This design comes from an exercise in tuning for small area, a short achievable clock period and few clock cycles on the open sky130 flow, not from production work. In this exercise RTL edits were held to simulation tests only and were not proved equivalent to the original. No activity file was given, so power comes from the tool's default toggle rates.

--- flow/design.v ---
`default_nettype none
package cpuPkg;
    typedef logic [31:0] cpuWord;
    typedef logic [4:0] regIndex;
    localparam logic [29:0] resetWord = 30'h2FF0_0000;    
endpackage
`default_nettype wire
`default_nettype none
module alu (
    input cpuPkg::cpuWord a,
    input cpuPkg::cpuWord b,
    input logic sub,
    input logic selSum,
    input logic selAnd,
    input logic selOr,
    input logic selXor,
    input logic selSlt,
    input logic selSltu,
    input logic selShift,
    input logic selB,
    input logic shiftRight,
    input logic shiftArith,
    input logic [4:0] shiftAmount,
    output cpuPkg::cpuWord sum,
    output cpuPkg::cpuWord result
);
    logic [32:0] wide;
    logic carry;
    logic lessSigned;
    cpuPkg::cpuWord shiftIn;
    cpuPkg::cpuWord shifted;
    cpuPkg::cpuWord shiftOut;
    assign wide = {1'b0, a} + {1'b0, sub ? ~b : b} + {32'b0, sub};
    assign sum = wide[31:0];
    assign carry = wide[32];
    assign lessSigned = (a[31] ^ b[31]) ? a[31] : sum[31];
    always_comb begin
        for (int i = 0; i < 32; i++) shiftIn[i] = shiftRight ? b[i] : b[31 - i];
    end
    assign shifted = $signed({shiftArith & b[31], shiftIn}) >>> shiftAmount;
    always_comb begin
        for (int i = 0; i < 32; i++) shiftOut[i] = shiftRight ? shifted[i] : shifted[31 - i];
    end
    assign result = ({32{selSum}} & sum)
                  | ({32{selAnd}} & (a & b))
                  | ({32{selOr}} & (a | b))
                  | ({32{selXor}} & (a ^ b))
                  | {31'b0, (selSlt & lessSigned) | (selSltu & !carry)}
                  | ({32{selShift}} & shiftOut)
                  | ({32{selB}} & b);
endmodule
`default_nettype wire
`default_nettype none
module registerFile (
    input logic clk,
    input logic writeEnable,
    input cpuPkg::regIndex writeIndex,
    input cpuPkg::cpuWord writeData,
    input cpuPkg::regIndex readA,
    input cpuPkg::regIndex readB,
    output cpuPkg::cpuWord dataA,
    output cpuPkg::cpuWord dataB,
    output cpuPkg::cpuWord registerV0
);
    cpuPkg::cpuWord regs [1:31];
    always_ff @(posedge clk) begin
        if (writeEnable && writeIndex != '0) begin
            regs[writeIndex] <= writeData;
        end
    end
    assign dataA = (readA == '0) ? '0 : regs[readA];
    assign dataB = (readB == '0) ? '0 : regs[readB];
    assign registerV0 = regs[2];
endmodule
`default_nettype wire
`default_nettype none
module mipsCpuBus (
    input logic clk,
    input logic reset,
    output logic active,
    output cpuPkg::cpuWord registerV0,
    output cpuPkg::cpuWord address,
    output logic read,
    output logic write,
    output cpuPkg::cpuWord writedata,
    input cpuPkg::cpuWord readdata,
    input logic waitrequest
);
    function automatic logic [31:0] byteSwap(input logic [31:0] value);
        byteSwap = {value[7:0], value[15:8], value[23:16], value[31:24]};
    endfunction
    logic halted;
    logic [29:0] pcF;           
    logic pcFZero;              
    logic [29:0] pcD1;          
    logic arrive;               
    logic redirPend;            
    logic [29:0] redirTgt;
    logic redirTgtZero;
    logic memPending;           
    logic memW;
    logic [29:0] memAddr;
    cpuPkg::cpuWord memData;
    cpuPkg::regIndex mRd;       
    logic dataCycle;            
    cpuPkg::regIndex dRd;
    logic xValid;
    logic xWr;                  
    cpuPkg::regIndex xRd, xRs, xRt;
    logic xBReg;                
    logic xIsLoad, xIsStore, xIsMem;
    logic xIsJr;
    logic xBeq, xBne, xBlez, xBgtz, xBltz, xBgez, xAlways, xIsBr;
    logic xPred;                
    logic xDsF;                 
    logic [29:0] xTgt;
    cpuPkg::cpuWord xA, xB, xS;
    logic xSub, xSelSum, xSelAnd, xSelOr, xSelXor, xSelSlt, xSelSltu, xSelShift, xSelB;
    logic xShR, xShA, xVar;
    logic [4:0] xSa;
    logic drop;                 
    logic fetchEn, fetchAcc;
    assign fetchEn = !halted && !memPending && !pcFZero;
    assign fetchAcc = fetchEn && !waitrequest;
    assign address = {memPending ? memAddr : pcF, 2'b00};
    assign read = memPending ? !memW : fetchEn;
    assign write = memPending && memW;
    assign writedata = byteSwap(memData);
    assign active = !halted;
    cpuPkg::cpuWord ins;
    logic [5:0] op, fn;
    cpuPkg::regIndex rs, rt, rd;
    logic [4:0] sa;
    logic [15:0] imm;
    assign ins = readdata;
    assign op = ins[31:26];
    assign rs = ins[25:21];
    assign rt = ins[20:16];
    assign rd = ins[15:11];
    assign sa = ins[10:6];
    assign fn = ins[5:0];
    assign imm = ins[15:0];
    logic opSpecial, opRegimm, opJ, opJal, opBeq, opBne, opBlez, opBgtz;
    logic opAddiu, opSlti, opSltiu, opAndi, opOri, opXori, opLui, opLw, opSw;
    logic fnShift, fnShiftV, fnJr, fnJalr, fnAddu, fnSubu, fnAnd, fnOr, fnXor, fnSlt, fnSltu;
    assign opSpecial = op == 6'h00;
    assign opRegimm = op == 6'h01;
    assign opJ = op == 6'h02;
    assign opJal = op == 6'h03;
    assign opBeq = op == 6'h04;
    assign opBne = op == 6'h05;
    assign opBlez = op == 6'h06;
    assign opBgtz = op == 6'h07;
    assign opAddiu = op == 6'h09;
    assign opSlti = op == 6'h0A;
    assign opSltiu = op == 6'h0B;
    assign opAndi = op == 6'h0C;
    assign opOri = op == 6'h0D;
    assign opXori = op == 6'h0E;
    assign opLui = op == 6'h0F;
    assign opLw = op == 6'h23;
    assign opSw = op == 6'h2B;
    assign fnShift = opSpecial && fn[5:3] == 3'b000;         
    assign fnShiftV = fnShift && fn[2];
    assign fnJr = opSpecial && fn == 6'h08;
    assign fnJalr = opSpecial && fn == 6'h09;
    assign fnAddu = opSpecial && fn == 6'h21;
    assign fnSubu = opSpecial && fn == 6'h23;
    assign fnAnd = opSpecial && fn == 6'h24;
    assign fnOr = opSpecial && fn == 6'h25;
    assign fnXor = opSpecial && fn == 6'h26;
    assign fnSlt = opSpecial && fn == 6'h2A;
    assign fnSltu = opSpecial && fn == 6'h2B;
    logic dLinkBr, dCondBr, dImmI, dRtype, dLink;
    assign dLinkBr = opRegimm && rt[4];
    assign dCondBr = opRegimm || opBeq || opBne || opBlez || opBgtz;
    assign dImmI = opAddiu || opSlti || opSltiu || opAndi || opOri || opXori || opLui;
    assign dRtype = fnShift || fnAddu || fnSubu || fnAnd || fnOr || fnXor || fnSlt || fnSltu;
    assign dLink = opJal || fnJalr || dLinkBr;
    cpuPkg::regIndex dDest;
    always_comb begin
        if (opJal || dLinkBr) dDest = 5'd31;
        else if (dRtype || fnJalr) dDest = rd;
        else if (dImmI) dDest = rt;
        else dDest = 5'd0;
    end
    logic dJr, jrHaz, dPred;
    assign dJr = fnJr || fnJalr;
    assign jrHaz = (xValid && xIsLoad && xRt == rs) || (memPending && mRd == rs);
    assign dPred = opJ || opJal || (dJr && !jrHaz)
                 || (dCondBr && (opBne ? rs != rt
                                       : (imm[15]
                                          || (opBeq && rs == rt)
                                          || ((opBlez || (opRegimm && rt[0])) && rs == 5'd0))));
    logic [29:0] pcD2, dTgtBJ, dTgt;
    logic dTgtZero;
    assign pcD2 = pcD1 + 30'd1;
    assign dTgtBJ = (opJ || opJal) ? {pcD1[29:26], ins[25:0]} : pcD1 + {{14{imm[15]}}, imm};
    assign dTgt = dJr ? rsVal[31:2] : dTgtBJ;
    assign dTgtZero = dJr && rs == 5'd0;
    cpuPkg::cpuWord rfA, rfB, rsVal, rtVal, xRes, xSum;
    assign rsVal = (xWr && xRd == rs) ? xRes : rfA;
    assign rtVal = (xWr && xRd == rt) ? xRes : rfB;
    cpuPkg::cpuWord immExt, bNext, sNext;
    always_comb begin
        if (opLui) immExt = {imm, 16'b0};
        else if (opAndi || opOri || opXori) immExt = {16'b0, imm};
        else immExt = {{16{imm[15]}}, imm};
    end
    always_comb begin
        if (dImmI || opLw || opSw) bNext = immExt;
        else if (dLink) bNext = {pcD2, 2'b00};
        else if (opBlez || opBgtz) bNext = '0;
        else bNext = rtVal;
    end
    assign sNext = opSw ? rtVal : {pcD2, 2'b00};
    logic hazard, xStall, xAdv, dAdv;
    logic ldNZ;
    assign ldNZ = memPending && mRd != 5'd0;
    assign hazard = ldNZ && (xRs == mRd || xRt == mRd || xRd == mRd);
    assign xStall = dataCycle || hazard;
    assign xAdv = xValid && !xStall && !(xIsMem && memPending && waitrequest);
    assign dAdv = arrive && (!xValid || xAdv);
    assign drop = arrive && xValid && !xAdv;
    logic [4:0] shAmt;
    assign shAmt = xVar ? xA[4:0] : xSa;
    alu arith (
        .a(xA),
        .b(xB),
        .sub(xSub),
        .selSum(xSelSum),
        .selAnd(xSelAnd),
        .selOr(xSelOr),
        .selXor(xSelXor),
        .selSlt(xSelSlt),
        .selSltu(xSelSltu),
        .selShift(xSelShift),
        .selB(xSelB),
        .shiftRight(xShR),
        .shiftArith(xShA),
        .shiftAmount(shAmt),
        .sum(xSum),
        .result(xRes)
    );
    logic eq, taken, xCtl, xCorr;
    logic [29:0] corrAddr;
    assign eq = xA == xB;
    assign taken = (xBeq && eq) || (xBne && !eq) || (xBlez && (xA[31] || eq))
                || (xBgtz && !xA[31] && !eq) || (xBltz && xA[31]) || (xBgez && !xA[31]) || xAlways;
    assign xCtl = xValid && !xStall;
    assign xCorr = xCtl && (xIsJr ? (!xPred || xA[31:2] == '0)
                                  : (xIsBr && (taken != xPred || (xPred && xTgt == '0))));
    assign corrAddr = xIsJr ? xA[31:2] : (taken ? xTgt : xS[31:2]);
    cpuPkg::cpuWord loadData;
    assign loadData = byteSwap(readdata);
    registerFile registers (
        .clk(clk),
        .writeEnable(dataCycle || (xWr && !xStall)),
        .writeIndex(dataCycle ? dRd : xRd),
        .writeData(dataCycle ? loadData : xRes),
        .readA(rs),
        .readB(rt),
        .dataA(rfA),
        .dataB(rfB),
        .registerV0(registerV0)
    );
    logic [29:0] pcFNext;
    logic pcFZeroNext, redirPendNext, kill;
    always_comb begin
        pcFNext = pcF;
        pcFZeroNext = pcFZero;
        redirPendNext = redirPend;
        kill = 1'b0;
        if (xCorr) begin
            if (xDsF || fetchAcc) begin
                pcFNext = corrAddr;
                pcFZeroNext = corrAddr == '0;
                redirPendNext = 1'b0;
                kill = xDsF;
            end else begin
                redirPendNext = 1'b1;
            end
        end else if (drop) begin
            pcFNext = pcD1 - 30'd1;
            pcFZeroNext = 1'b0;
            redirPendNext = 1'b1;
        end else if (fetchAcc) begin
            if (dAdv && dPred) begin
                pcFNext = dTgt;
                pcFZeroNext = dTgtZero;
            end else if (redirPend) begin
                pcFNext = redirTgt;
                pcFZeroNext = redirTgtZero;
                redirPendNext = 1'b0;
            end else begin
                pcFNext = pcF + 30'd1;
                pcFZeroNext = &pcF;
            end
        end else if (dAdv && dPred) begin
            redirPendNext = 1'b1;
        end
    end
    logic memPendingNext, dataCycleNext, haltNext;
    assign memPendingNext = (memPending && waitrequest) || (xAdv && xIsMem);
    assign dataCycleNext = memPending && !memW && !waitrequest;
    assign haltNext = pcFZeroNext && !redirPendNext && !(fetchAcc && !kill) && !drop
                    && !dAdv && !(xValid && !xAdv) && !memPendingNext && !dataCycleNext;
    always_ff @(posedge clk) begin
        if (reset) begin
            pcF <= cpuPkg::resetWord;
            pcFZero <= 1'b0;
            redirPend <= 1'b0;
            arrive <= 1'b0;
            halted <= 1'b0;
            memPending <= 1'b0;
            dataCycle <= 1'b0;
            xValid <= 1'b0;
            xWr <= 1'b0;
        end else begin
            pcF <= pcFNext;
            pcFZero <= pcFZeroNext;
            redirPend <= redirPendNext;
            arrive <= fetchAcc && !kill;
            halted <= halted || haltNext;
            memPending <= memPendingNext;
            dataCycle <= dataCycleNext;
            if (dAdv) begin
                xValid <= 1'b1;
                xWr <= dDest != 5'd0;
            end else if (xAdv) begin
                xValid <= 1'b0;
                xWr <= 1'b0;
            end
        end
    end
    always_ff @(posedge clk) begin
        if (xCorr) begin
            redirTgt <= corrAddr;
            redirTgtZero <= corrAddr == '0;
        end else if (drop) begin
            redirTgt <= pcF;
            redirTgtZero <= pcFZero;
        end else if (!redirPend) begin
            redirTgt <= dTgt;
            redirTgtZero <= dTgtZero;
        end
        if (fetchAcc) pcD1 <= pcF + 30'd1;
        dRd <= mRd;
        if (xAdv && xIsMem) begin
            memAddr <= xSum[31:2];
            memW <= xIsStore;
            memData <= xS;
            mRd <= xIsLoad ? xRt : 5'd0;
        end
    end
    always_ff @(posedge clk) begin
        if (dAdv) begin
            xRd <= dDest;
            xRs <= rs;
            xRt <= rt;
            xBReg <= !(dImmI || opLw || opSw || dLink || opBlez || opBgtz);
            xIsLoad <= opLw;
            xIsStore <= opSw;
            xIsMem <= opLw || opSw;
            xIsJr <= fnJr || fnJalr;
            xBeq <= opBeq;
            xBne <= opBne;
            xBlez <= opBlez;
            xBgtz <= opBgtz;
            xBltz <= opRegimm && !rt[0];
            xBgez <= opRegimm && rt[0];
            xIsBr <= dCondBr || opJ || opJal;
            xAlways <= opJ || opJal;
            xPred <= dPred;
            xDsF <= fetchAcc;
            xTgt <= dTgtBJ;
            xA <= rsVal;
            xB <= bNext;
            xS <= sNext;
            xSub <= fnSubu || fnSlt || fnSltu || opSlti || opSltiu;
            xSelSum <= fnAddu || fnSubu || opAddiu;
            xSelAnd <= fnAnd || opAndi;
            xSelOr <= fnOr || opOri;
            xSelXor <= fnXor || opXori;
            xSelSlt <= fnSlt || opSlti;
            xSelSltu <= fnSltu || opSltiu;
            xSelShift <= fnShift;
            xSelB <= opLui || dLink;
            xShR <= fn[1];
            xShA <= fn[0];
            xVar <= fnShiftV;
            xSa <= sa;
        end else begin
            if (drop) xDsF <= 1'b0;
            else if (xValid) xDsF <= xDsF || fetchAcc;
            if (dataCycle && dRd != 5'd0) begin
                if (xRs == dRd) xA <= loadData;
                if (xRt == dRd && xBReg) xB <= loadData;
                if (xRt == dRd && xIsStore) xS <= loadData;
            end
        end
    end
endmodule
`default_nettype wire
--- flow/constraint.sdc ---
create_clock -name core_clock -period 10.0 [get_ports {clk}]
set_input_delay 2.0000 -clock core_clock [delete_from_list [all_inputs] [get_ports {clk}]]
set_output_delay 2.0000 -clock core_clock [all_outputs]
set_load 0.01 [all_outputs]
--- flow/run.sh ---
#!/bin/bash
# synth_recipe.tcl (not shown) runs the flow's synth.tcl, then flattens the netlist and writes it again
# the make line also repeats each setting of config.mk as NAME=value (left out here)
make -C /OpenROAD-flow-scripts/flow DESIGN_CONFIG=/design/flow/config.mk WORK_HOME=/design/flow/orfs CLKGATE_MAP_FILE= SYNTH_SCRIPT=/design/flow/synth_recipe.tcl finish
--- flow/config.mk ---
export PLATFORM = sky130hd
export DESIGN_NAME = mipsCpuBus
export DESIGN_NICKNAME = mipsCpuBus
export VERILOG_FILES = /design/flow/design.v
export SDC_FILE = /design/flow/constraint.sdc
export NUM_CORES = 4
export LEC_CHECK = 0
export CAP_MARGIN = 20
export CORE_MARGIN = 2
export CORE_UTILIZATION = 55
export CTS_BUF_LIST = sky130_fd_sc_hd__clkbuf_8
export CTS_CLUSTER_SIZE = 30
export SETUP_SLACK_MARGIN = 5
export SLEW_MARGIN = 20
==> metrics.cfg, run 1 <==
[outcome]
status=no timing/DRC/antenna violations

[die]
die_height_um=374
die_w_um=374
core_area_um2=136000
rows=135
floorplan.die_area_um2=140000
start_util=0.555
io_pins=134

[drt]
ant_nets=0
wire_per_inst_um=39.4
vias=57100
drt_wl_total_um=305000
drt-pass1-iter-count=9
viasPerCell=7.39
drc_errors=0
drt_first_iter_violations=9517

[timing]
worstMarginPinSlew_ps=1250
rsz0062_at_grt=yes
setup_violations=0
timing.final.ws_setup_ps=4920
period_needed_ps=5080
fmax_mhz=197
drv_slew=0
period_share=0.508
tns_ps=0
finalHoldViolCount=0
worst_slew_margin_rel=0.165
worst_hold_slack_ps=483
skew_ps=78.2

[placement]
place_area_um2=79100
io_buffers=131
pre_cts_ws_ps=3240
placed_cells=7252
dpl.hpwl_um=202000
gp_congestion=1.07

[clock_network]
htree_levels=4
cts-hold-fix-buffers=0
numCtsBuffers=218
clkTransAtPathRegs_ps=60
clock_path_buffers=3
clk_latency_ps=1020
cts_root_buffer=clkbuf_8
clkSinkCount=1337
cts_tree=built

[final_layout]
final_common_cell=edfxtp_1
fin_nets=5927
layout_common_cells=edfxtp_1 (1294), mux4_2 (571), nand2_1 (373)
drive_gt1_frac=0.234
fin_util=0.623
syn2layout_area_growth_pct=12.2
design_area_um2=84600
instances_no_fill=7735

[yosys]
synth_cell_types=91
synth_async_sr_flop_share=0
synth-edff-count=1294
synth_warnings=3
avgSynthCellArea_um2=13.5
yosysSeqAreaShare=0.527
yosys_most_used_dff=edfxtp_1
synth_seq_cells=1337
syn_area_um2=75400
netlist_instances=5597

[worst_setup_path]
arrival_ps=5790
rr_worst_depth=12
critical_path_class=in -> reg
crit_path_start_kind=input pin
crit_fanout=34
critPathCaptureType=register
critPathRequiredTime_ps=10700

[pwr]
pwr_density_cell_nw_per_um2=163
peakVddDrop_mv=0.160
p_leak_nw=28.6
total_power_mw=13.8

[global_route]
grt_antenna_before_repair=19
grt_overflow=0
grt_start_max_net_pins=115
grt_pass1_vias=53600
grt_pass1_wl_um=420000
grt_usage=0.432

[job]
maxCapViolations=0

[hold_path]
hold_class=reg -> reg
hold_depth=1

==> metal layers <==
| metal | routed length (um) | vias to the layer above | track usage |
|---|---|---|---|
| li1 | - | 22800 | - |
| met1 | 108000 | 28900 | 0.568 |
| met2 | 134000 | 4456 | 0.633 |
| met3 | 39300 | 996 | 0.123 |
| met4 | 24100 | 10 | 0.280 |
| met5 | 64 | - | 0 |
==> synth_stat cells, types with 43 or more instances <==
cell,number,area share
ha_1,127,0.021
nor3_1,82,0.0054
mux2i_1,237,0.031
o21ai_0,253,0.017
mux4_2,571,0.17
xnor2_1,86,0.010
a211oi_1,95,0.0095
edfxtp_1,1294,0.52
nand2_1,378,0.019
nor4_1,49,0.0041
nand3_1,125,0.0083
buf_2,53,0.0035
mux2_2,75,0.011
buf_1,67,0.0033
a31oi_1,44,0.0037
a21oi_1,272,0.018
clkbuf_1,320,0.016
o211ai_1,53,0.0053
nor2_1,401,0.020
xor2_1,111,0.013
dfxtp_1,43,0.011
inv_1,136,0.0068
==> power by group <==
part           switching [mW]  internal, mW  total [mW]
registers               0.142          6.38        6.52
clock network            2.39          2.43        4.82
logic                    1.62         0.821        2.44
total                    4.16          9.63        13.8
==> layout make-up <==
class | instances | area [um2]
inverter | 138 | 557
antenna | 12 | 30.0
multi-input combinational | 3678 | 34200
clock inverter | 179 | 1280
fill | 10400 | 51200
sequential | 1337 | 39700
timing repair inverter | 2 | 13.8
clock buffer | 220 | 3030
timing repair buffer | 388 | 3530
tap | 1781 | 2230
==> logic make-up after synthesis <==
kind of cell / synth area share
and+or+nand+nor: 0.0767
other: 0.0000498
AOI/OAI and AO/OA: 0.108
buffers and inverters: 0.0307
DFF: 0.527
muxes: 0.213
adders and majority gates: 0.0217
xor gates and xnor gates: 0.0229
==> flip-flops by register name (all words and copies together), names as in the netlist, 30 cells and up <==
name / cells
xTgt: 30
xA: 32
xB: 32
xS: 32
pcF: 30
registers.regs: 992
memAddr: 30
memData: 32
pcD1: 30
redirTgt: 30
==> critical path, stage by stage <==
cell       delay [ps]
buf_6             380
buf_4             680
buf_4             650
mux4_2            450
mux2i_1           690
o2bb2ai_1         240
a221oi_1          380
nor3_1             90
==> what timing repair did <==
| action | CTS | global route |
|---|---|---|
| endpoints found under the setup margin | 469 | 557 |
| gates resized for setup | 60 | 71 |
| pin swaps | 2 | 8 |
| cloned | 2 | 6 |
| buffers inserted | 15 | 49 |
==> worst paths after layout <==
check | endpoint | start | slack (ps)
worst min register to register | dataCycle | memW | 480
worst max register to register | xB[1] | xVar | 4990
worst max-delay path | xB[19] | readdata[18] | 4920
worst min-delay path | dataCycle | memW | 480
Testbench counts, summed over its fixed seeds: cycles 66,471.
==> inputs of run 2 (changes only) <==
==> flow/flow/run.sh (new file) <==
#!/bin/bash
# Standard ORFS layout, with timing repair aimed below the clock period
# (every path should keep 5.7 ns of setup slack) and without gate cloning,
# which left unrepaired high-fanout select nets.
set -euo pipefail
bash standard.sh SETUP_SLACK_MARGIN=5.7 SKIP_GATE_CLONING=1 > standard_flow.log 2>&1
==> flow/standard.sh (new file) <==
#!/bin/bash
# synth_recipe.tcl (not shown) runs the flow's synth.tcl, then flattens the netlist and writes it again
# the make line also repeats each setting of config.mk as NAME=value (left out here)
make -C /OpenROAD-flow-scripts/flow DESIGN_CONFIG=/design/flow/config.mk WORK_HOME=/design/flow/orfs CLKGATE_MAP_FILE= SYNTH_SCRIPT=/design/flow/synth_recipe.tcl "${@:-finish}"
--- a/flow/config.mk
+++ b/flow/config.mk
@@ -10,5 +10,4 @@
 export CORE_UTILIZATION = 55
 export CTS_BUF_LIST = sky130_fd_sc_hd__clkbuf_8
 export CTS_CLUSTER_SIZE = 30
-export SETUP_SLACK_MARGIN = 5
 export SLEW_MARGIN = 20
removed: flow/run.sh
==> metrics.cfg, run 2 <==
[outcome]
status=no timing/DRC/antenna violations

[drt]
ant_nets=0  ; unchanged
drt-pass1-iter-count=9  ; unchanged
drc_errors=0  ; unchanged
wire_per_inst_um=40.3  ; +2.2%
drt_wl_total_um=318000  ; +4.2%
vias=58700  ; +2.8%
viasPerCell=7.44  ; +0.78%
drt_first_iter_violations=9924  ; +4.3%

[final_layout]
final_common_cell=edfxtp_1
nFillCells=10100  ; -3.5%
fin_util=0.653  ; +0.0305
design_area_um2=88700  ; +4.9%
fin_nets=6079  ; +2.6%
layout_common_cells=edfxtp_1 (1294), mux4_2 (571), nand2_1 (364)
largest_reg_flops=992  ; unchanged
largest_register=registers.regs
drive_gt1_frac=0.295  ; +0.0612
syn2layout_area_growth_pct=17.7

[yosys]
synth_warnings=3  ; unchanged
syn_area_um2=75400  ; unchanged
yosysSeqAreaShare=0.527  ; unchanged
synth_area_leader_cell=edfxtp_1
netlist_instances=5597  ; unchanged
synth_cell_types=91  ; unchanged
synth_seq_cells=1337  ; unchanged
synth-edff-count=1294  ; unchanged
yosysMostFrequentCell=edfxtp_1
avgSynthCellArea_um2=13.5  ; unchanged
synth_area_leaders=edfxtp_1 (52%), mux4_2 (17%), mux2i_1 (3.1%)
yosys_most_used_dff=edfxtp_1
synth_commonest_cells=edfxtp_1 (1294), mux4_2 (571), nor2_1 (401)
synth_async_sr_flop_share=0  ; unchanged
synth_top_area_frac=0.516  ; unchanged

[worst_setup_path]
crit_path_start_kind=register
worstSetupStartpoint=memPending
reg2reg_slack_ps=5650  ; +660 ps
endpoint=address[3]
crit_chain=buf_12 -> mux2_2 -> clkdlybuf4s50_1
rr_worst_depth=12  ; unchanged
arrival_ps=2500  ; -3290 ps
critPathRequiredTime_ps=8000  ; -2700 ps
critPathCaptureType=output pin
worstReg2RegEnd=xS[20]
max_stage_delay_ps=520  ; -170 ps
critical_path_class=reg -> out
crit_fanout=41  ; +21%
slowest_stage=clkdlybuf4s50_1
reg2reg_from=xVar

[clock_network]
cts_tree=built
htree_levels=4  ; unchanged
cts-hold-fix-buffers=0  ; unchanged
cts_root_buffer=clkbuf_8
numCtsBuffers=216  ; -0.92%
clkTransAtPathRegs_ps=60  ; about the same
clk_latency_ps=1010  ; about the same
clkSinkCount=1337  ; unchanged
clock_path_buffers=3  ; unchanged

[hold_path]
hold_class=reg -> reg

[placement]
io_buffers=131  ; unchanged
dpl.hpwl_um=199000  ; -1.7%
gp_congestion=1.07  ; about the same
place_area_um2=79200  ; +0.14%

[die]
rows=135  ; unchanged
die_w_um=374  ; unchanged
io_pins=134  ; unchanged
floorplan.die_area_um2=140000  ; unchanged
die_height_um=374  ; unchanged
core_area_um2=136000  ; unchanged
start_util=0.555  ; unchanged

[timing]
finalHoldViolCount=0  ; unchanged
period_needed_ps=4500  ; -586 ps
rsz0062_at_grt=yes
fmax_mhz=222  ; +13%
skew_ps=40.6  ; -37.6 ps
drv_slew=0  ; unchanged
tns_ps=0  ; unchanged
setup_violations=0  ; unchanged
period_share=0.450  ; -0.0586
worst_slew_margin_rel=0.189  ; +0.0233
worstMarginPinSlew_ps=1210  ; -39.0 ps

[global_route]
grt_usage=0.446  ; +0.0142
grt_pass1_wl_um=432000  ; +2.7%
grt_antenna_before_repair=16  ; -3
grt_overflow=0  ; unchanged
grt_start_max_net_pins=77  ; -33%
grt_pass1_vias=54900  ; +2.4%

[pwr]
peakVddDrop_mv=0.149  ; -7.0%
pwr_density_cell_nw_per_um2=157  ; -3.9%
p_leak_nw=30.1  ; +5.1%

[job]
maxCapViolations=0  ; unchanged

## run 2: cell counts after synthesis
Identical to the previous run, type by type.
## run 2: metal layers
| layer | GRT usage | wire (um) | part of all wire |
|---|---|---|---|
| met2 | 0.650 | 138000 | 0.43 |
| met3 | 0.137 | 44000 | 0.14 |
| met4 | 0.312 | 27800 | 0.088 |
| met5 | 0 | 55 | 0.00017 |
| met1 | 0.573 | 108000 | 0.34 |
## run 2: layout make-up
| cell class | count | area (um2) | share of cell area |
|---|---|---|---|
| well taps | 1781 | 2230 | 0.0251 |
| repair buffers | 548 | 6020 | 0.0679 |
| inverters | 138 | 586 | 0.00660 |
| diodes | 16 | 40.0 | 0.000451 |
| multi-input cells | 3674 | 36000 | 0.406 |
| flip-flops and latches | 1337 | 39700 | 0.448 |
| clock inverters | 171 | 1010 | 0.0113 |
| clock buffers | 221 | 3040 | 0.0343 |
## run 2: through the flow
stage	power, mW	hold WS, ps	worst slack (ps)	instances
2_1_floorplan	7.94	346	4990	5598
3_3_place_gp	8.88	440	3260	7228
3_5_place_dp	8.89	443	3180	7229
4_1_cts	13.6	457	5470	7778
5_1_grt	14.2	475	5460	7873
6_report	13.9	459	5500	7886
## run 2: timing repair
item,in CTS,in global routing
gates resized for setup,394,238
pin swaps,55,65
buffers inserted,157,87
setup endpoints to repair,1278,975
## run 2: critical path: cells and delay by family (launching register included)
family                 cells  cell delay, ps
buffers and inverters      2             770
multiplexers               1             380
flip-flops                 1             350
## run 2: kinds of logic after synthesis
| logic type | count (synthesis) | synth area share |
|---|---|---|
| and+or+nand+nor | 1260 | 0.0767 |
| xor gates and xnor gates | 197 | 0.0229 |
| adders and majority gates | 130 | 0.0217 |
| other | 1 | 0.0000498 |
| buffers and inverters | 587 | 0.0307 |
| muxes | 883 | 0.213 |
| AOI/OAI and AO/OA | 1202 | 0.108 |
| DFF | 1337 | 0.527 |
## run 2: where the power goes
| part | switching (mW) | total (mW) | internal, mW |
|---|---|---|---|
| Sequential | 0.146 | 6.53 | 6.38 |
| Clock | 2.34 | 4.57 | 2.23 |
| Combinational | 1.79 | 2.80 | 1.01 |
## run 2: how the worst min path moves through the flow
stage / from / to / slack, ps / depth (start not counted)
after floorplan: mRd[0] / dRd[0] / 350 / 0
after global placement: xS[28] / memData[28] / 440 / 0
after detailed placement: xS[10] / memData[10] / 440 / 0
after CTS: xS[10] / memData[10] / 460 / 0
after global routing: xS[10] / memData[10] / 470 / 0
final: xS[10] / memData[10] / 460 / 0
==> inputs of run 3 (changes only) <==
--- a/flow/design.v
+++ b/flow/design.v
@@ -117,7 +117,7 @@
     cpuPkg::cpuWord xA, xB, xS;
     logic xSub, xSelSum, xSelAnd, xSelOr, xSelXor, xSelSlt, xSelSltu, xSelShift, xSelB;
     logic xShR, xShA, xVar;
-    logic [4:0] xSa;
+    logic [4:0] xSa;            
     logic drop;                 
     logic fetchEn, fetchAcc;
     assign fetchEn = !halted && !memPending && !pcFZero;
@@ -222,8 +222,6 @@
     assign xAdv = xValid && !xStall && !(xIsMem && memPending && waitrequest);
     assign dAdv = arrive && (!xValid || xAdv);
     assign drop = arrive && xValid && !xAdv;
-    logic [4:0] shAmt;
-    assign shAmt = xVar ? xA[4:0] : xSa;
     alu arith (
         .a(xA),
         .b(xB),
@@ -238,7 +236,7 @@
         .selB(xSelB),
         .shiftRight(xShR),
         .shiftArith(xShA),
-        .shiftAmount(shAmt),
+        .shiftAmount(xSa),
         .sum(xSum),
         .result(xRes)
     );
@@ -303,8 +301,7 @@
     logic memPendingNext, dataCycleNext, haltNext;
     assign memPendingNext = (memPending && waitrequest) || (xAdv && xIsMem);
     assign dataCycleNext = memPending && !memW && !waitrequest;
-    assign haltNext = pcFZeroNext && !redirPendNext && !(fetchAcc && !kill) && !drop
-                    && !dAdv && !(xValid && !xAdv) && !memPendingNext && !dataCycleNext;
+    assign haltNext = pcFZero && !redirPend && !arrive && !xValid && !memPending && !dataCycle;
     always_ff @(posedge clk) begin
         if (reset) begin
             pcF <= cpuPkg::resetWord;
@@ -389,12 +386,13 @@
             xShR <= fn[1];
             xShA <= fn[0];
             xVar <= fnShiftV;
-            xSa <= sa;
+            xSa <= fnShiftV ? rsVal[4:0] : sa;
         end else begin
             if (drop) xDsF <= 1'b0;
             else if (xValid) xDsF <= xDsF || fetchAcc;
             if (dataCycle && dRd != 5'd0) begin
                 if (xRs == dRd) xA <= loadData;
+                if (xRs == dRd && xVar) xSa <= loadData[4:0];
                 if (xRt == dRd && xBReg) xB <= loadData;
                 if (xRt == dRd && xIsStore) xS <= loadData;
             end
==> metrics.cfg, run 3 <==
[final_layout]
syn2layout_area_growth_pct=15.4
drive_gt1_frac=0.281  ; -0.0144
layout_common_cells=edfxtp_1 (1294), mux4_2 (618), nor2_1 (344)
regArea_um2=39700  ; about the same
multiInputGateArea_um2=35900  ; -0.49%
fin_util=0.639  ; -0.0141
largest_register=registers.regs
final_common_cell=edfxtp_1
nFillCells=10300  ; +2.3%
fin_nets=5946  ; -2.2%
largest_reg_flops=992  ; unchanged

[die]
core_area_um2=137000  ; +1.2%
floorplan.die_area_um2=141000  ; +1.0%
io_pins=134  ; unchanged
start_util=0.554  ; -0.00103
rows=136  ; +0.74%
die_w_um=376  ; +0.52%
die_height_um=376  ; +0.52%

[worst_setup_path]
reg2reg_slack_ps=5600  ; -50 ps
crit_path_start_kind=input pin
crit_fanout=24  ; -41%
endpoint=xS[15]
critPathCaptureType=register
rr_worst_depth=14  ; +2
worstReg2RegEnd=redirTgtZero
arrival_ps=5120  ; +2620 ps
critPathRequiredTime_ps=10710  ; +2710 ps
critical_path_class=in -> reg
reg2reg_from=xB[13]
worstSetupStartpoint=readdata[18]

[drt]
drt_first_iter_violations=9873  ; -0.51%
drt_wl_total_um=314000  ; -1.1%
drt-pass1-iter-count=8  ; -1
wire_per_inst_um=40.5  ; +0.43%
ant_nets=0  ; unchanged
vias=57800  ; -1.5%
viasPerCell=7.44  ; about the same
drc_errors=0  ; unchanged

[timing]
skew_ps=61.0  ; +20.4 ps
worstMarginPinSlew_ps=1190  ; -22.6 ps
drv_slew=0  ; unchanged
rsz0062_at_grt=yes
setup_violations=0  ; unchanged
worst_hold_slack_ps=444  ; -15.0 ps
fmax_mhz=227  ; +2.1%
period_needed_ps=4410  ; -92.2 ps
tns_ps=0  ; unchanged
worst_slew_margin_rel=0.206  ; +0.0169
period_share=0.441  ; -0.00922
finalHoldViolCount=0  ; unchanged

[yosys]
netlist_instances=5549  ; -0.86%
synth_cell_types=103  ; +13%
yosys_most_used_dff=edfxtp_1
synth_top_area_frac=0.510  ; -0.00538
synth_area_leaders=edfxtp_1 (51%), mux4_2 (18%), mux2i_1 (3.0%)
synth_seq_cells=1337  ; unchanged
syn_area_um2=76200  ; +1.1%
yosysSeqAreaShare=0.521  ; -0.00550
synth_async_sr_flop_share=0  ; unchanged
avgSynthCellArea_um2=13.7  ; +1.9%
synth_commonest_cells=edfxtp_1 (1294), mux4_2 (618), nor2_1 (384)
synth-edff-count=1294  ; unchanged
yosysMostFrequentCell=edfxtp_1
synth_area_leader_cell=edfxtp_1
synth_warnings=3  ; unchanged

[global_route]
grt_start_max_net_pins=76  ; -1.3%
grt_pass1_wl_um=426000  ; -1.3%
grt_usage=0.436  ; -0.0105
grt_pass1_vias=54100  ; -1.5%
grt_antenna_before_repair=18  ; +2
grt_overflow=0  ; unchanged

[clock_network]
clk_latency_ps=1010  ; about the same
htree_levels=4  ; unchanged
cts-hold-fix-buffers=0  ; unchanged
cts_root_buffer=clkbuf_8
clock_path_buffers=3  ; unchanged
numCtsBuffers=220  ; +1.9%
cts_tree=built
clkSinkCount=1337  ; unchanged
clkTransAtPathRegs_ps=70  ; about the same

[hold_path]
min-delay-start=xS[0]
hold_class=reg -> reg

[placement]
gp_congestion=1.06  ; -0.78%
io_buffers=131  ; unchanged
dpl.hpwl_um=200000  ; +0.50%

[pwr]
p_leak_nw=29.8  ; -0.90%
p_int_mw=9.90  ; +2.9%
p_clk_frac=0.323  ; -0.006
switching_share=0.317  ; +0.00934
pwr_density_cell_nw_per_um2=165  ; +5.3%
seqPwrFrac=0.461  ; -0.009
peakVddDrop_mv=0.149  ; +0.30%
p_sw_mw=4.59  ; +7.5%
p_comb_frac=0.216  ; +0.014

[job]
maxCapViolations=0  ; unchanged

[outcome]
status=no timing/DRC/antenna violations

[run 3: layout make-up]
cell class | count | area share
diodes | 16 | 0.000456
multi-input cells | 3615 | 0.408
inverters | 132 | 0.00590
clock inverters | 177 | 0.0125
repair buffers | 473 | 0.0602
flip-flops and latches | 1337 | 0.452
well taps | 1794 | 0.0255
clock buffers | 223 | 0.0349
[run 3: worst min path at each step]
stage	end	slack, ps	depth (start not counted)
2_1_floorplan	dRd[0]	350	0
3_3_place_gp	memData[0]	410	0
3_5_place_dp	memData[0]	420	0
4_1_cts	memData[0]	440	0
5_1_grt	memData[0]	440	0
6_report	memData[0]	440	0
[run 3: what timing repair did]
| action | in CTS | in global routing |
|---|---|---|
| setup buffers | 103 | 70 |
| hold endpoints to repair | 0 | 0 |
| gates resized for setup | 369 | 204 |
| setup endpoints to repair | 1469 | 928 |
| pin swaps | 42 | 47 |
[run 3: through the flow]
stage	cell area [um2]	instances	worst slack (ps)	power, mW
2_1_floorplan	77000	5550	5450	8.34
3_3_place_gp	79500	7176	3220	9.43
3_5_place_dp	79500	7178	3080	9.44
4_1_cts	86200	7681	5580	14.2
5_1_grt	87800	7758	5600	14.8
6_report	87900	7767	5590	14.5
[run 3: cell families (layout without fill, tap and decap cells)]
group           after synthesis  after routing  share of synthesized area
compound gates             1172           1172                      0.104
xor+xnor                    207            207                     0.0238
fa+ha+maj                   132            132                     0.0219
buf+inv                     598           1005                     0.0333
flops                      1337           1337                      0.521
mux                         912            912                      0.223
other cells                   1             18                  0.0000492
simple gates               1190           1190                     0.0725
[run 3: power groups by stage]
stage	registers, mW	logic [mW]	clock network (mW)
after CTS	6.67	2.87	4.70
final	6.68	3.13	4.69
after floorplan	6.66	1.68	0
after global routing	6.67	3.21	4.94
after global placement	6.81	2.62	0
after detailed placement	6.81	2.63	0
[run 3: worst max-delay path, cell delays in order]
cell and delay [ps]:
buf_6 280, buf_16 270, xor2_1 100, nor4_1 400
and3_1 320, buf_8 310, a21oi_1 190, buf_4 270
o2111ai_1 130, o21ai_1 230, o21ai_1 390, o21ai_0 180
[run 3: per-layer routing]
metal | vias up | GRT usage | wire (um)
li1 | 22800 | - | -
met1 | 29200 | 0.577 | 110000
met2 | 4729 | 0.638 | 138000
met3 | 1042 | 0.118 | 41600
met4 | 10 | 0.284 | 24600
met5 | - | 0 | 61
Testbench counts of run 3, summed over its fixed seeds: cycles 66,519.
==> inputs of run 4 (changes only) <==
--- a/flow/config.mk
+++ b/flow/config.mk
@@ -11,3 +11,4 @@
 export CTS_BUF_LIST = sky130_fd_sc_hd__clkbuf_8
 export CTS_CLUSTER_SIZE = 30
 export SLEW_MARGIN = 20
+export TNS_END_PERCENT = 10
==> metrics.cfg, run 4 <==
[yosys]
synthAdderAreaFrac=0.0219  ; unchanged
yosysSeqAreaShare=0.521  ; unchanged
muxShareOfSynthArea=0.223  ; unchanged
synth_xor_area_frac=0.0238  ; unchanged
synth_cell_types=103  ; unchanged
avgSynthCellArea_um2=13.7  ; unchanged
syn_area_um2=76200  ; unchanged
yosys_most_used_dff=edfxtp_1
synth_area_leader_cell=edfxtp_1
synth-edff-count=1294  ; unchanged
synth_area_leaders=edfxtp_1 (51%), mux4_2 (18%), mux2i_1 (3.0%)
synth_top_area_frac=0.510  ; unchanged
synth_async_sr_flop_share=0  ; unchanged
synth_compound_area_frac=0.104  ; unchanged
yosysMostFrequentCell=edfxtp_1
synth_warnings=3  ; unchanged
netlist_instances=5549  ; unchanged
synth_top_family_by_area=multiplexers
synth_seq_cells=1337  ; unchanged
synth_commonest_cells=edfxtp_1 (1294), mux4_2 (618), nor2_1 (384)
yosys.area_share.simple=0.0725  ; unchanged

[timing]
worst_slew_margin_rel=0.140  ; -0.0654
period_share=0.468  ; +0.0276
drv_slew=0  ; unchanged
timing.final.ws_setup_ps=5320  ; -276 ps
worstMarginPinSlew_ps=1280  ; +89.6 ps
finalHoldViolCount=0  ; unchanged
fmax_mhz=214  ; -5.9%
skew_ps=48.2  ; -12.8 ps
setup_violations=0  ; unchanged
rsz0062_at_grt=yes
period_needed_ps=4680  ; +276 ps
tns_ps=0  ; unchanged

[final_layout]
nFillCells=10400  ; +1.0%
largest_reg_flops=992  ; unchanged
layout_common_cells=edfxtp_1 (1294), mux4_2 (619), nor2_1 (345)
largest_register=registers.regs
final_common_cell=edfxtp_1
drive_gt1_frac=0.268  ; -0.0128
regArea_um2=39700  ; about the same
syn2layout_area_growth_pct=14.0
fin_nets=5896  ; -0.84%
multiInputGateArea_um2=35500  ; -0.96%
fin_util=0.631  ; -0.00758
instances_no_fill=7709  ; -0.75%

[placement]
gp_congestion=1.06  ; +0.54%
io_buffers=131  ; unchanged
placed_cells=7194  ; +0.22%
dpl.hpwl_um=197000  ; -1.2%
pre_cts_ws_ps=3180  ; +100 ps

[drt]
drt-pass1-iter-count=8  ; unchanged
vias=57200  ; -1.1%
viasPerCell=7.42  ; -0.33%
wire_per_inst_um=39.8  ; -1.7%
ant_nets=0  ; unchanged
drc_errors=0  ; unchanged
drt_first_iter_violations=9283  ; -6.0%
drt_wl_total_um=307000  ; -2.4%

[die]
die_w_um=376  ; unchanged
floorplan.die_area_um2=141000  ; unchanged
start_util=0.554  ; unchanged
die_height_um=376  ; unchanged
rows=136  ; unchanged
io_pins=134  ; unchanged
core_area_um2=137000  ; unchanged

[clock_network]
htree_levels=4  ; unchanged
cts_tree=built
clkSinkCount=1337  ; unchanged
cts_root_buffer=clkbuf_8
clock_path_buffers=3  ; unchanged
numCtsBuffers=215  ; -2.3%
clk_latency_ps=1010  ; about the same
cts-hold-fix-buffers=0  ; unchanged
clkTransAtPathRegs_ps=70  ; about the same

[hold_path]
hold_depth=0  ; unchanged
min-delay-start=xS[0]
hold_class=reg -> reg

[worst_setup_path]
arrival_ps=5390  ; +270 ps
rr_worst_depth=13  ; -1
reg2reg_from=xSub
worstSetupStartpoint=xSub
crit_path_start_kind=register
critical_path_class=reg -> reg
critPathRequiredTime_ps=10710  ; about the same
crit_fanout=8  ; -67%
critPathCaptureType=register

[global_route]
grt_usage=0.430  ; -0.00592
grt_pass1_wl_um=422000  ; -1.1%
grt_pass1_vias=54200  ; +0.20%
grt_antenna_before_repair=20  ; +2
grt_start_max_net_pins=107  ; +41%
grt_overflow=0  ; unchanged

[outcome]
status=no timing/DRC/antenna violations

[pwr]
p_comb_frac=0.209  ; -0.007
peakVddDrop_mv=0.144  ; -3.5%
p_leak_nw=29.4  ; -1.3%
p_sw_mw=4.53  ; -1.3%
switching_share=0.313  ; -0.00358
p_int_mw=9.94  ; +0.34%
seqPwrFrac=0.461  ; about the same
total_power_mw=14.5  ; -0.18%
pwr_density_cell_nw_per_um2=167  ; +1.0%
p_clk_frac=0.330  ; +0.007

[job]
maxCapViolations=0  ; unchanged

-- run 4: routing by layer --
layer | global-route usage | routed length (um)
met5 | 0 | 73
met4 | 0.288 | 24800
met3 | 0.116 | 38300
met2 | 0.631 | 135000
met1 | 0.564 | 109000
-- run 4: power by group through the flow --
stage / Clock [mW] / Combinational, mW / Sequential (mW)
floorplan: 0 / 1.65 / 6.66
CTS: 4.81 / 2.82 / 6.65
detailed placement: 0 / 2.63 / 6.79
global placement: 0 / 2.62 / 6.79
global route: 5.03 / 3.13 / 6.66
finish: 4.78 / 3.02 / 6.67
-- run 4: area by class of cell --
type	instances	share of cell area
Tap cell	1794	0.0259
Antenna cell	6	0.000173
Clock inverter	174	0.0137
Multi-Input combinational cell	3615	0.409
Clock buffer	223	0.0354
Inverter	132	0.00605
Sequential cell	1337	0.458
Timing Repair Buffer	428	0.0521
-- run 4: logic make-up after synthesis --
group / after synthesis
buffers and inverters: 598
muxes: 912
adders and majority gates: 132
DFF: 1337
and+or+nand+nor: 1190
other: 1
xor gates and xnor gates: 207
AOI/OAI and AO/OA: 1172
-- run 4: path summary, 6_finish.rpt --
path                 to  slack, ps
max               xB[5]       5320
min          memData[0]        460
max reg2reg       xB[5]       5320
min reg2reg  memData[0]        460
-- run 4: worst max-delay path, stage by stage (launching register included) --
cell and delay (ps):
edfxtp_1 420, buf_12 170, buf_12 140, xor2_1 160, ha_1 390, a21o_1 210
a31oi_1 420, o21ai_0 200, xor2_1 610, a221o_1 630, a22oi_1 230, o22ai_1 200
nor2_1 60, nor3_1 560
-- run 4: what timing repair did --
action | 4_1_cts | 5_1_grt
pin swaps | 33 | 22
buffers inserted | 79 | 33
gates resized for setup | 269 | 166
hold endpoints to repair | 0 | 0
endpoints found under the setup margin | 1537 | 1115
-- run 4: through the flow --
stage	hold WS, ps	instance area, um2
final	459	86800
after global routing	467	86800
after CTS	455	85700
after detailed placement	436	79500
after global placement	420	79500
after floorplan	346	76400
==> inputs of run 5 (changes only) <==
--- a/flow/config.mk
+++ b/flow/config.mk
@@ -7,8 +7,7 @@
 export LEC_CHECK = 0
 export CAP_MARGIN = 20
 export CORE_MARGIN = 2
-export CORE_UTILIZATION = 55
+export CORE_UTILIZATION = 65
 export CTS_BUF_LIST = sky130_fd_sc_hd__clkbuf_8
 export CTS_CLUSTER_SIZE = 30
 export SLEW_MARGIN = 20
-export TNS_END_PERCENT = 10
==> metrics.cfg, run 5 <==
[outcome]
status=no timing/DRC/antenna violations

[global_route]
grt_usage=0.520  ; +0.0905
gr-usage-met1=0.634  ; +0.0702
grt_pass1_wl_um=436000  ; +3.3%
grt_use_met3=0.192  ; +0.0760
grt_pass1_vias=57900  ; +6.9%
grt_start_max_net_pins=125  ; +17%
top_usage_layer=met2
grt_antenna_before_repair=17  ; -15%
gr-usage-met2=0.753  ; +0.122
grt_overflow=0  ; unchanged

[timing]
rsz0062_at_grt=yes
period_share=0.449  ; -0.0189
period_needed_ps=4490  ; -189 ps
skew_ps=66.3  ; +18.1 ps
tns_ps=0  ; unchanged
worstMarginPinSlew_ps=1160  ; -118 ps
drv_slew=0  ; unchanged
worst_slew_margin_rel=0.223  ; +0.0827
fmax_mhz=223  ; +4.2%
setup_violations=0  ; unchanged
finalHoldViolCount=0  ; unchanged

[yosys]
synth_top_area_frac=0.510  ; unchanged
synth_warnings=3  ; unchanged
synth_cell_types=103  ; unchanged
synth_seq_cells=1337  ; unchanged
yosysSeqAreaShare=0.521  ; unchanged
yosys_most_used_dff=edfxtp_1
synth-edff-count=1294  ; unchanged
synth_area_leader_cell=edfxtp_1
yosysMostFrequentCell=edfxtp_1
synth_area_leaders=edfxtp_1 (51%), mux4_2 (18%), mux2i_1 (3.0%)
synth_async_sr_flop_share=0  ; unchanged
synth_commonest_cells=edfxtp_1 (1294), mux4_2 (618), nor2_1 (384)
avgSynthCellArea_um2=13.7  ; unchanged
syn_area_um2=76200  ; unchanged
netlist_instances=5549  ; unchanged

[worst_setup_path]
worstReg2RegEnd=registers.regs[18][29]
slowest_stage=nor2_4
max_stage_delay_ps=650  ; +20 ps
crit_chain=xnor2_1 -> nand3_1 -> nor2_1 -> o31ai_2 -> a21oi_1 -> nor2_1 -> nand3_1 -> nor2_4 -> buf_6
arrival_ps=5090  ; -300 ps
crit_fanout=25  ; +17
critical_path_class=reg -> reg
crit_family=simple AND/OR/NAND/NOR gates
critPathRequiredTime_ps=10600  ; -110 ps
crit_path_start_kind=register
reg2reg_from=mRd[0]
worstSetupStartpoint=mRd[0]
reg2reg_slack_ps=5510  ; +190 ps
rr_worst_depth=9  ; -4
worstPathBufferInverterCount=1  ; -1
endpoint=registers.regs[18][29]
cp.depth=9  ; -4
critPathCaptureType=register

[final_layout]
syn2layout_area_growth_pct=13.8
final_common_cell=edfxtp_1
layout_common_cells=edfxtp_1 (1294), mux4_2 (618), nor2_1 (344)
design_area_um2=86700  ; -0.17%
drive_gt1_frac=0.274  ; +0.00554
fin_nets=5931  ; +0.59%
largest_reg_flops=992  ; unchanged
largest_register=registers.regs

[die]
die_height_um=346  ; -7.9%
rows=125  ; -8.1%
floorplan.die_area_um2=120000  ; -15%
core_area_um2=116000  ; -15%
io_pins=134  ; unchanged
start_util=0.655  ; +0.101
die_w_um=346  ; -7.9%

[clock_network]
htree_levels=4  ; unchanged
cts_tree=built
cts_root_buffer=clkbuf_8
clk_latency_ps=1010  ; about the same
clkSinkCount=1337  ; unchanged
clock_path_buffers=3  ; unchanged
numCtsBuffers=207  ; -3.7%
clkTransAtPathRegs_ps=70  ; about the same

[drt]
ant_nets=0  ; unchanged
drt-pass1-iter-count=9  ; +1
drt_first_iter_violations=12600  ; +36%
drt_wl_total_um=327000  ; +6.5%
vias=61800  ; +8.1%
wire_per_inst_um=43.8  ; +10%
viasPerCell=8.29  ; +12%
drc_errors=0  ; unchanged

[pwr]
p_leak_nw=29.5  ; +0.15%
peakVddDrop_mv=0.151  ; +5.1%
pwr_density_cell_nw_per_um2=164  ; -1.8%
total_power_mw=14.2  ; -1.9%

[hold_path]
hold_depth=0  ; unchanged
hold_class=reg -> reg

[placement]
place_area_um2=79200  ; -0.41%
gp_congestion=1.07  ; +0.54%
dpl.hpwl_um=196000  ; -0.79%
io_buffers=131  ; unchanged

[job]
maxCapViolations=0  ; unchanged

[run 5: final cells by class]
class | count | area (um2)
tap | 1524 | 1910
timing repair buffer | 471 | 5140
clock inverter | 157 | 787
multi-input combinational | 3615 | 35700
clock buffer | 209 | 2880
antenna | 8 | 20.0
fill | 7007 | 29500
inverter | 132 | 514
sequential | 1337 | 39700
[run 5: cell families after synthesis]
group	after synthesis	synth area share
XOR/XNOR	207	0.0238
adder cells (fa/ha/maj)	132	0.0219
buffers and inverters	598	0.0333
flip-flops	1337	0.521
multiplexers	912	0.223
AND/OR/NAND/NOR	1190	0.0725
AO/OA/AOI/OAI	1172	0.104
other	1	0.0000492
[run 5: layer usage]
metal | part of all wire | routed length (um) | vias to the layer above
li1 | - | - | 22800
met4 | 0.11 | 36900 | 8
met5 | 0.00017 | 54 | -
met2 | 0.42 | 138000 | 7504
met1 | 0.29 | 96100 | 29400
met3 | 0.17 | 55600 | 2156
[run 5: how the worst min path moves through the flow]
| stage | start | endpoint | slack, ps |
|---|---|---|---|
| detailed placement | xS[0] | memData[0] | 420 |
| CTS | xS[0] | memData[0] | 440 |
| finish | xS[0] | memData[0] | 440 |
| global placement | xS[0] | memData[0] | 420 |
| global route | xS[0] | memData[0] | 460 |
| floorplan | mRd[0] | dRd[0] | 350 |
[run 5: repair_timing]
item | 4_1_cts | 5_1_grt
setup endpoints to repair | 1603 | 982
endpoints found under the hold margin | 0 | 0
hold buffers | 0 | 0
buffers inserted | 79 | 90
resized for setup | 325 | 205
pin swaps | 43 | 49
[run 5: through the flow]
step | hold slack (ps) | utilization | setup slack, ps | instances
after detailed placement | 423 | 0.682 | 2770 | 6909
after global routing | 458 | 0.746 | 5610 | 7447
after floorplan | 346 | - | 5450 | 5550
final | 437 | 0.746 | 5510 | 7453
after global placement | 421 | 0.681 | 2950 | 6909
after CTS | 435 | 0.730 | 5630 | 7354
[run 5: power breakdown]
part / internal [mW] / total, mW / switching (mW)
clock network: 1.99 / 4.39 / 2.40
logic: 1.10 / 3.13 / 2.03
registers: 6.48 / 6.68 / 0.195
==> inputs of run 6 (changes only) <==
--- a/flow/design.v
+++ b/flow/design.v
@@ -215,9 +215,6 @@
     end
     assign sNext = opSw ? rtVal : {pcD2, 2'b00};
     logic hazard, xStall, xAdv, dAdv;
-    logic ldNZ;
-    assign ldNZ = memPending && mRd != 5'd0;
-    assign hazard = ldNZ && (xRs == mRd || xRt == mRd || xRd == mRd);
     assign xStall = dataCycle || hazard;
     assign xAdv = xValid && !xStall && !(xIsMem && memPending && waitrequest);
     assign dAdv = arrive && (!xValid || xAdv);
@@ -249,6 +246,8 @@
     assign xCorr = xCtl && (xIsJr ? (!xPred || xA[31:2] == '0)
                                   : (xIsBr && (taken != xPred || (xPred && xTgt == '0))));
     assign corrAddr = xIsJr ? xA[31:2] : (taken ? xTgt : xS[31:2]);
+    logic corrZero;
+    assign corrZero = xIsJr ? xA[31:2] == '0 : (taken ? xTgt == '0 : xS[31:2] == '0);
     cpuPkg::cpuWord loadData;
     assign loadData = byteSwap(readdata);
     registerFile registers (
@@ -272,7 +271,7 @@
         if (xCorr) begin
             if (xDsF || fetchAcc) begin
                 pcFNext = corrAddr;
-                pcFZeroNext = corrAddr == '0;
+                pcFZeroNext = corrZero;
                 redirPendNext = 1'b0;
                 kill = xDsF;
             end else begin
@@ -302,6 +301,14 @@
     assign memPendingNext = (memPending && waitrequest) || (xAdv && xIsMem);
     assign dataCycleNext = memPending && !memW && !waitrequest;
     assign haltNext = pcFZero && !redirPend && !arrive && !xValid && !memPending && !dataCycle;
+    cpuPkg::regIndex mRdNext, xRsNext, xRtNext, xRdNext;
+    logic hazardNext;
+    assign mRdNext = (xAdv && xIsMem) ? (xIsLoad ? xRt : 5'd0) : mRd;
+    assign xRsNext = dAdv ? rs : xRs;
+    assign xRtNext = dAdv ? rt : xRt;
+    assign xRdNext = dAdv ? dDest : xRd;
+    assign hazardNext = memPendingNext && mRdNext != 5'd0
+                      && (xRsNext == mRdNext || xRtNext == mRdNext || xRdNext == mRdNext);
     always_ff @(posedge clk) begin
         if (reset) begin
             pcF <= cpuPkg::resetWord;
@@ -310,6 +317,7 @@
             arrive <= 1'b0;
             halted <= 1'b0;
             memPending <= 1'b0;
+            hazard <= 1'b0;
             dataCycle <= 1'b0;
             xValid <= 1'b0;
             xWr <= 1'b0;
@@ -320,6 +328,7 @@
             arrive <= fetchAcc && !kill;
             halted <= halted || haltNext;
             memPending <= memPendingNext;
+            hazard <= hazardNext;
             dataCycle <= dataCycleNext;
             if (dAdv) begin
                 xValid <= 1'b1;
@@ -333,7 +342,7 @@
     always_ff @(posedge clk) begin
         if (xCorr) begin
             redirTgt <= corrAddr;
-            redirTgtZero <= corrAddr == '0;
+            redirTgtZero <= corrZero;
         end else if (drop) begin
             redirTgt <= pcF;
             redirTgtZero <= pcFZero;
--- a/flow/config.mk
+++ b/flow/config.mk
@@ -7,7 +7,7 @@
 export LEC_CHECK = 0
 export CAP_MARGIN = 20
 export CORE_MARGIN = 2
-export CORE_UTILIZATION = 65
+export CORE_UTILIZATION = 55
 export CTS_BUF_LIST = sky130_fd_sc_hd__clkbuf_8
 export CTS_CLUSTER_SIZE = 30
 export SLEW_MARGIN = 20
==> metrics.cfg, run 6 <==
[outcome]
status=no timing/DRC/antenna violations

[placement]
pre_cts_ws_ps=3580  ; +814 ps
io_buffers=131  ; unchanged
gp_congestion=1.07  ; -0.44%
dpl.hpwl_um=210000  ; +7.0%
place_area_um2=80700  ; +1.9%

[final_layout]
largest_reg_flops=992  ; unchanged
nFillCells=10500  ; +50%
drive_gt1_frac=0.263  ; -0.0108
fin_nets=6134  ; +3.4%
design_area_um2=88000  ; +1.5%
layout_common_cells=edfxtp_1 (1274), mux4_2 (582), nand2_1 (358)
syn2layout_area_growth_pct=14.4
final_common_cell=edfxtp_1
largest_register=registers.regs

[timing]
worst_slew_margin_rel=0.136  ; -0.0874
finalHoldViolCount=0  ; unchanged
worstMarginPinSlew_ps=1290  ; +131 ps
period_share=0.444  ; -0.00531
skew_ps=56.9  ; -9.37 ps
worst_hold_slack_ps=391  ; -46.0 ps
period_needed_ps=4440  ; -53.1 ps
timing.final.ws_setup_ps=5560  ; +53.1 ps
tns_ps=0  ; unchanged
setup_violations=0  ; unchanged
rsz0062_at_grt=yes
fmax_mhz=225  ; +1.2%
drv_slew=0  ; unchanged

[hold_path]
hold_class=reg -> reg
holdPathEnd=dRd[3]
min-delay-start=mRd[3]
hold_depth=0  ; unchanged

[worst_setup_path]
crit_fanout=38  ; +52%
arrival_ps=5070  ; -20 ps
crit_chain=buf_12 -> buf_16 -> buf_12 -> a21oi_1 -> a211oi_1 -> a211oi_2 -> a21oi_1 -> o21bai_1 -> mux2_2
cp.depth=9  ; unchanged
rr_worst_depth=9  ; unchanged
reg2reg_slack_ps=5560  ; +50 ps
worstReg2RegEnd=registers.regs[28][2]
slowest_stage=a211oi_1
crit_family=compound AO/OA/AOI/OAI gates
crit_path_start_kind=register
critical_path_class=reg -> reg
critPathRequiredTime_ps=10630  ; +30 ps
critPathCaptureType=register
max_stage_delay_ps=730  ; +80 ps
worstPathBufferInverterCount=3  ; +2
reg2reg_from=xSa[2]

[die]
die_height_um=378  ; +9.1%
core_area_um2=139000  ; +20%
floorplan.die_area_um2=143000  ; +19%
rows=137  ; +9.6%
start_util=0.553  ; -0.103
die_w_um=378  ; +9.1%
io_pins=134  ; unchanged

[clock_network]
clk_latency_ps=990  ; -20 ps
cts_root_buffer=clkbuf_8
clkTransAtPathRegs_ps=70  ; about the same
cts_tree=built
clock_path_buffers=3  ; unchanged
clkSinkCount=1338  ; +0.075%
numCtsBuffers=216  ; +4.3%
cts-hold-fix-buffers=0  ; unchanged
htree_levels=4  ; unchanged

[global_route]
grt_start_max_net_pins=76  ; -39%
grt_overflow=0  ; unchanged
grt_antenna_before_repair=21  ; +4
grt_pass1_vias=56600  ; -2.2%
grt_pass1_wl_um=442000  ; +1.5%
grt_usage=0.449  ; -0.0718

[drt]
wire_per_inst_um=40.4  ; -7.9%
drt-pass1-iter-count=9  ; unchanged
drc_errors=0  ; unchanged
drt_first_iter_violations=9874  ; -22%
viasPerCell=7.48  ; -9.8%
drt_wl_total_um=324000  ; -0.72%
ant_nets=0  ; unchanged
vias=60100  ; -2.8%

[yosys]
synth_async_sr_flop_share=0  ; unchanged
avgSynthCellArea_um2=13.3  ; -3.3%
synth_warnings=3  ; unchanged
synth_area_leaders=edfxtp_1 (50%), mux4_2 (17%), mux2i_1 (2.9%)
synth_cell_types=95  ; -7.8%
yosysMostFrequentCell=edfxtp_1
synth_commonest_cells=edfxtp_1 (1274), mux4_2 (582), nor2_1 (387)
syn_area_um2=76900  ; +0.98%
synth_top_area_frac=0.497  ; -0.0128
yosys_most_used_dff=edfxtp_1
synth_area_leader_cell=edfxtp_1
yosysSeqAreaShare=0.514  ; -0.00742
netlist_instances=5796  ; +4.5%
synth-edff-count=1274  ; -1.5%
synth_seq_cells=1338  ; +0.075%

[pwr]
p_leak_nw=30.3  ; +2.7%
pwr_density_cell_nw_per_um2=168  ; +2.5%
peakVddDrop_mv=0.162  ; +7.2%

[job]
maxCapViolations=0  ; unchanged

## run 6: cell count changes after synthesis, moves of 21 or more
cell	previous run	this run
a221oi_1	33	59
o21ai_0	211	243
dfxtp_1	43	64
a22oi_1	24	46
mux2_2	65	108
nand2_1	335	370
a21oi_1	296	331
mux4_2	618	582
## run 6: cells by family (layout without fill, tap and decap cells)
group                      count (synthesis)  in the layout  share of synthesized area
adders and majority gates                131            131                     0.0215
other                                      1             10                  0.0000488
muxes                                    913            913                      0.215
and+or+nand+nor                         1319           1319                     0.0812
buffers and inverters                    613            964                     0.0331
xor gates and xnor gates                 206            206                     0.0235
DFF                                     1338           1338                      0.514
AOI/OAI and AO/OA                       1275           1275                      0.111
## run 6: area by class of cell
| cell class | instances | area, um2 | area share |
|---|---|---|---|
| inverter | 134 | 554 | 0.00630 |
| tap | 1876 | 2350 | 0.0267 |
| multi-input combinational | 3846 | 36600 | 0.416 |
| timing repair buffer | 432 | 4730 | 0.0537 |
| sequential | 1338 | 39500 | 0.450 |
| clock inverter | 179 | 1120 | 0.0127 |
| antenna | 8 | 20.0 | 0.000228 |
| clock buffer | 219 | 3010 | 0.0343 |
## run 6: worst max-delay path by stage
stage	start	end	slack [ps]
2_1_floorplan	readdata[0]	redirTgt[26]	5590
5_1_grt	readdata[23]	pcF[4]	5580
3_3_place_gp	readdata[21]	pcF[6]	3570
6_report	xSa[2]	registers.regs[28][2]	5560
3_5_place_dp	readdata[21]	pcF[6]	3580
4_1_cts	memPending	address[8]	5460
## run 6: what timing repair did
item | in CTS | in global routing
buffers inserted | 64 | 35
gates resized for setup | 268 | 206
hold endpoints to repair | 0 | 0
pin swaps | 14 | 21
endpoints found under the setup margin | 1256 | 809
## run 6: report_power, final
part / internal, mW / leakage [nW] / switching (mW) / total (mW)
Sequential: 6.54 / 12.0 / 0.237 / 6.78
Clock: 2.26 / 2.37 / 2.35 / 4.61
Combinational: 1.17 / 15.9 / 2.19 / 3.37
Total: 9.97 / 30.3 / 4.79 / 14.8
## run 6: per-layer routing
layer	track usage	routed length, um
met1	0.573	111000
met2	0.677	144000
met3	0.124	41800
met4	0.291	26800
met5	0	88
## run 6: through the flow
stage | util | instances | total power, mW
after CTS | 0.623 | 7989 | 14.5
final | 0.632 | 8032 | 14.8
after floorplan | - | 5797 | 8.61
after global placement | 0.580 | 7527 | 9.83
after detailed placement | 0.580 | 7527 | 9.85
after global routing | 0.632 | 8031 | 15.1
## run 6: worst reg2reg max path: stages (launching register included)
cell      delay (ps)
edfxtp_1         500
buf_12           280
buf_16           260
buf_12           210
a21oi_1           90
a211oi_1         730
a211oi_2         320
a21oi_1          630
o21bai_1         420
mux2_2           640
Testbench counts of run 6, summed over its fixed seeds: cycles 66,519.

## afterwards: timing with drivers on the ports
No port has a modelled driver above. Below, the same layouts with a new extraction and two added sets of constraints.
Step 1 (the two cells are an assumption about what drives the block):
set clk [get_ports {clk}]
set_driving_cell -lib_cell sky130_fd_sc_hd__clkbuf_16 $clk
set_driving_cell -lib_cell sky130_fd_sc_hd__buf_2 [delete_from_list [all_inputs] $clk]
Step 2, shift: input delay + t, output delay - t, t = (earliest + latest rising clock arrival at the registers) / 2. This alone moves slack from input paths to output paths.
Slacks: no drivers / after step 1 / after step 2; pairs: no drivers / after step 1.
| run | shift t [ns] | slack for setup (ns) | clock arrival spread, ns |
|---|---|---|---|
| run 1 | 1.067 | 4.915 / 4.958 / 3.891 | 0.078 / 0.078 |
| run 2 | 1.065 | 5.501 / 5.424 / 4.537 | 0.041 / 0.041 |
| run 3 | 1.060 | 5.593 / 5.603 / 4.560 | 0.068 / 0.068 |
| run 4 | 1.064 | 5.317 / 5.307 / 4.280 | 0.052 / 0.052 |
| run 5 | 1.053 | 5.506 / 5.506 / 4.522 | 0.069 / 0.070 |
| run 6 | 1.034 | 5.560 / 5.560 / 4.570 | 0.070 / 0.069 |
After both steps setup and hold are still met in every run listed. The setup slack of run 4, which loses most, moves by -0.010 ns with the drivers and by -1.037 ns with both steps.
